What follows belongs to an exercise in optimizing a design on an open flow for small area, a short achievable clock period and few clock cycles per item; a production flow would make more cautious choices. Power and IR drop assume default switching activity.

==> module burst_engine, before the edit <==
module burst_engine (
    input  wire logic                      clk,
    input  wire logic                      rst_n,
    input  wire axi_wr_pkg::aw_cmd_t       cmd,
    input  wire logic                      cmd_valid,
    output logic                           cmd_ready,
    input  wire axi_wr_pkg::w_beat_t       beat,
    input  wire logic                      beat_valid,
    output logic                           beat_ready,
    output axi_wr_pkg::mem_wr_t            mem,
    output logic                           mem_we,
    input  wire logic                      mem_ready,
    output logic                           resp_valid,
    input  wire logic                      resp_ready
);
    localparam int PB = axi_wr_pkg::PAGE_BIT;
    logic                           burst_q;     
    logic                           resp_q;      
    logic                           first;       
    logic                           last;        
    logic [axi_wr_pkg::LEN_W-1:0]   rem_q;
    logic                           stay_q;
    logic [PB-1:0]                  addr_q;
    logic                           use_cmd;
    logic [PB-1:0]                  cur_addr;
    logic [PB-1:0]                  nxt_addr;
    logic                           carry;
    logic                           wr;
    assign first    = !(burst_q || resp_q);
    assign last     = burst_q && (rem_q == 8'd1);
    assign use_cmd  = first || stay_q;
    assign cur_addr = use_cmd ? cmd.addr[PB-1:0] : addr_q;
    aw_decode u_aw_decode (
        .size     (cmd.size),
        .burst    (cmd.burst),
        .cur_addr (cur_addr),
        .advance  (wr),
        .nxt_addr (nxt_addr),
        .carry    (carry)
    );
    assign mem_we     = beat_valid && (burst_q || (cmd_valid && !resp_q));
    assign wr         = mem_we && mem_ready;
    assign beat_ready = wr;
    assign resp_valid = resp_q || (last && beat_valid && mem_ready);
    assign cmd_ready  = resp_valid && resp_ready;
    always_comb begin
        mem.id   = cmd.id;
        mem.addr = {cmd.addr[axi_wr_pkg::ADDR_W-1:PB], cur_addr};
        mem.data = beat.data;
        mem.strb = beat.strb;
        mem.last = beat.last;
    end
    always_ff @(posedge clk or negedge rst_n) begin
        if (!rst_n) begin
            burst_q <= 1'b0;
            resp_q  <= 1'b0;
        end else if (cmd_ready) begin
            burst_q <= 1'b0;
            resp_q  <= 1'b0;
        end else if (wr && (first || last)) begin
            burst_q <= first && (cmd.len != 8'd0);
            resp_q  <= !(first && (cmd.len != 8'd0));
        end
    end
    always_ff @(posedge clk) begin
        rem_q  <= first ? cmd.len : rem_q - {7'd0, wr};
        addr_q <= nxt_addr;
        if (first) begin
            stay_q <= carry;
        end
    end
endmodule
==> flow/config.mk <==
export PLATFORM = sky130hd
export DESIGN_NAME = axi_wr_slave
export DESIGN_NICKNAME = axi_wr_slave
export VERILOG_FILES = /design/flow/design.v
export SDC_FILE = /design/flow/constraint.sdc
export NUM_CORES = 4
export LEC_CHECK = 0
export ABC_AREA = 1
export CAP_MARGIN = 20
export CORE_MARGIN = 2
export CORE_UTILIZATION = 40
export SETUP_SLACK_MARGIN = 2.5
export SLEW_MARGIN = 20
==> flow/constraint.sdc <==
create_clock -name core_clock -period 5.5 [get_ports {clk}]
set_input_delay 1.1000 -clock core_clock [delete_from_list [all_inputs] [get_ports {clk}]]
set_output_delay 1.1000 -clock core_clock [all_outputs]
set_load 0.01 [all_outputs]
standard.sh (not shown) runs the stock make flow with config.mk's settings and CLKGATE_MAP_FILE= SYNTH_SCRIPT=/design/flow/synth_recipe.tcl, a recipe that flattens the netlist after the stock synthesis.
==> flow/flow/run.sh <==
#!/bin/bash
export BUFFER_PORTS_ARGS="-buffer_cell sky130_fd_sc_hd__buf_1"
bash standard.sh > standard.log 2>&1
The starting point finished clean.
Change:
--- a/flow/design.v
+++ b/flow/design.v
@@ -151,58 +151,66 @@
     output logic                           mem_we,
     input  wire logic                      mem_ready,
     output logic                           resp_valid,
     input  wire logic                      resp_ready
 );
     localparam int PB = axi_wr_pkg::PAGE_BIT;
-    logic                           burst_q;     
+    logic                           first;       
+    logic                           mid_q;       
+    logic                           last_q;      
     logic                           resp_q;      
-    logic                           first;       
-    logic                           last;        
     logic [axi_wr_pkg::LEN_W-1:0]   rem_q;
     logic                           stay_q;
     logic [PB-1:0]                  addr_q;
     logic                           use_cmd;
     logic [PB-1:0]                  cur_addr;
     logic [PB-1:0]                  nxt_addr;
     logic                           carry;
     logic                           wr;
-    assign first    = !(burst_q || resp_q);
-    assign last     = burst_q && (rem_q == 8'd1);
+    assign first    = !(mid_q || last_q || resp_q);
     assign use_cmd  = first || stay_q;
     assign cur_addr = use_cmd ? cmd.addr[PB-1:0] : addr_q;
     aw_decode u_aw_decode (
         .size     (cmd.size),
         .burst    (cmd.burst),
         .cur_addr (cur_addr),
         .advance  (wr),
         .nxt_addr (nxt_addr),
         .carry    (carry)
     );
-    assign mem_we     = beat_valid && (burst_q || (cmd_valid && !resp_q));
+    assign mem_we     = beat_valid && (mid_q || last_q || (cmd_valid && !resp_q));
     assign wr         = mem_we && mem_ready;
     assign beat_ready = wr;
-    assign resp_valid = resp_q || (last && beat_valid && mem_ready);
+    assign resp_valid = resp_q || (last_q && beat_valid && mem_ready);
     assign cmd_ready  = resp_valid && resp_ready;
     always_comb begin
         mem.id   = cmd.id;
         mem.addr = {cmd.addr[axi_wr_pkg::ADDR_W-1:PB], cur_addr};
         mem.data = beat.data;
         mem.strb = beat.strb;
         mem.last = beat.last;
     end
     always_ff @(posedge clk or negedge rst_n) begin
         if (!rst_n) begin
-            burst_q <= 1'b0;
+            mid_q   <= 1'b0;
+            last_q  <= 1'b0;
             resp_q  <= 1'b0;
         end else if (cmd_ready) begin
-            burst_q <= 1'b0;
+            mid_q   <= 1'b0;
+            last_q  <= 1'b0;
             resp_q  <= 1'b0;
-        end else if (wr && (first || last)) begin
-            burst_q <= first && (cmd.len != 8'd0);
-            resp_q  <= !(first && (cmd.len != 8'd0));
+        end else if (wr) begin
+            if (first) begin
+                mid_q  <= (cmd.len > 8'd1);
+                last_q <= (cmd.len == 8'd1);
+                resp_q <= (cmd.len == 8'd0);
+            end else begin
+                mid_q  <= (rem_q > 8'd2);
+                last_q <= (rem_q == 8'd2);
+                resp_q <= last_q;
+            end
         end
     end
     always_ff @(posedge clk) begin
         rem_q  <= first ? cmd.len : rem_q - {7'd0, wr};
         addr_q <= nxt_addr;
         if (first) begin
After rerunning: The changed run passed the timing, DRC and antenna checks; clock power stays flat; final area grows by a few percent; first-iteration DRC count grows by a few percent; global-route usage shrinks by 2.3 points; die area grows by a few percent; hold slack loses 0.042 ns; area after synthesis grows by a few percent; maximum frequency grows slightly; total power grows by roughly a tenth.
No run of this note included a check of the RTL's function; only the layout flow was run.

separate check: timing with driven ports:
How much do the figures lean on ideal ports? The routed layouts below were timed once more, with nothing changed but the port constraints. Step 1 assumes that a clkbuf_16 drives the clock port and a buf_2 every other input. Step 2 also shifts input and output timing later by t, the mid clock arrival at the registers, as if the neighbouring blocks saw the same clock. Three values: ideal ports, drivers, drivers and shift; two values: the first two.
| run | t, ns | slack for setup (ns) | worst hold slack (ns) |
|---|---|---|---|
| the first run | 0.297 | 2.570 / 2.548 / 2.548 | 0.571 / 0.571 / 0.571 |
| the second run | 0.289 | 2.580 / 2.557 / 2.557 | 0.529 / 0.529 / 0.529 |
After both steps setup and hold are still met in every run listed. For the second run, which loses most, drivers alone change the setup slack by -0.023 ns; drivers and shift together by -0.023 ns.
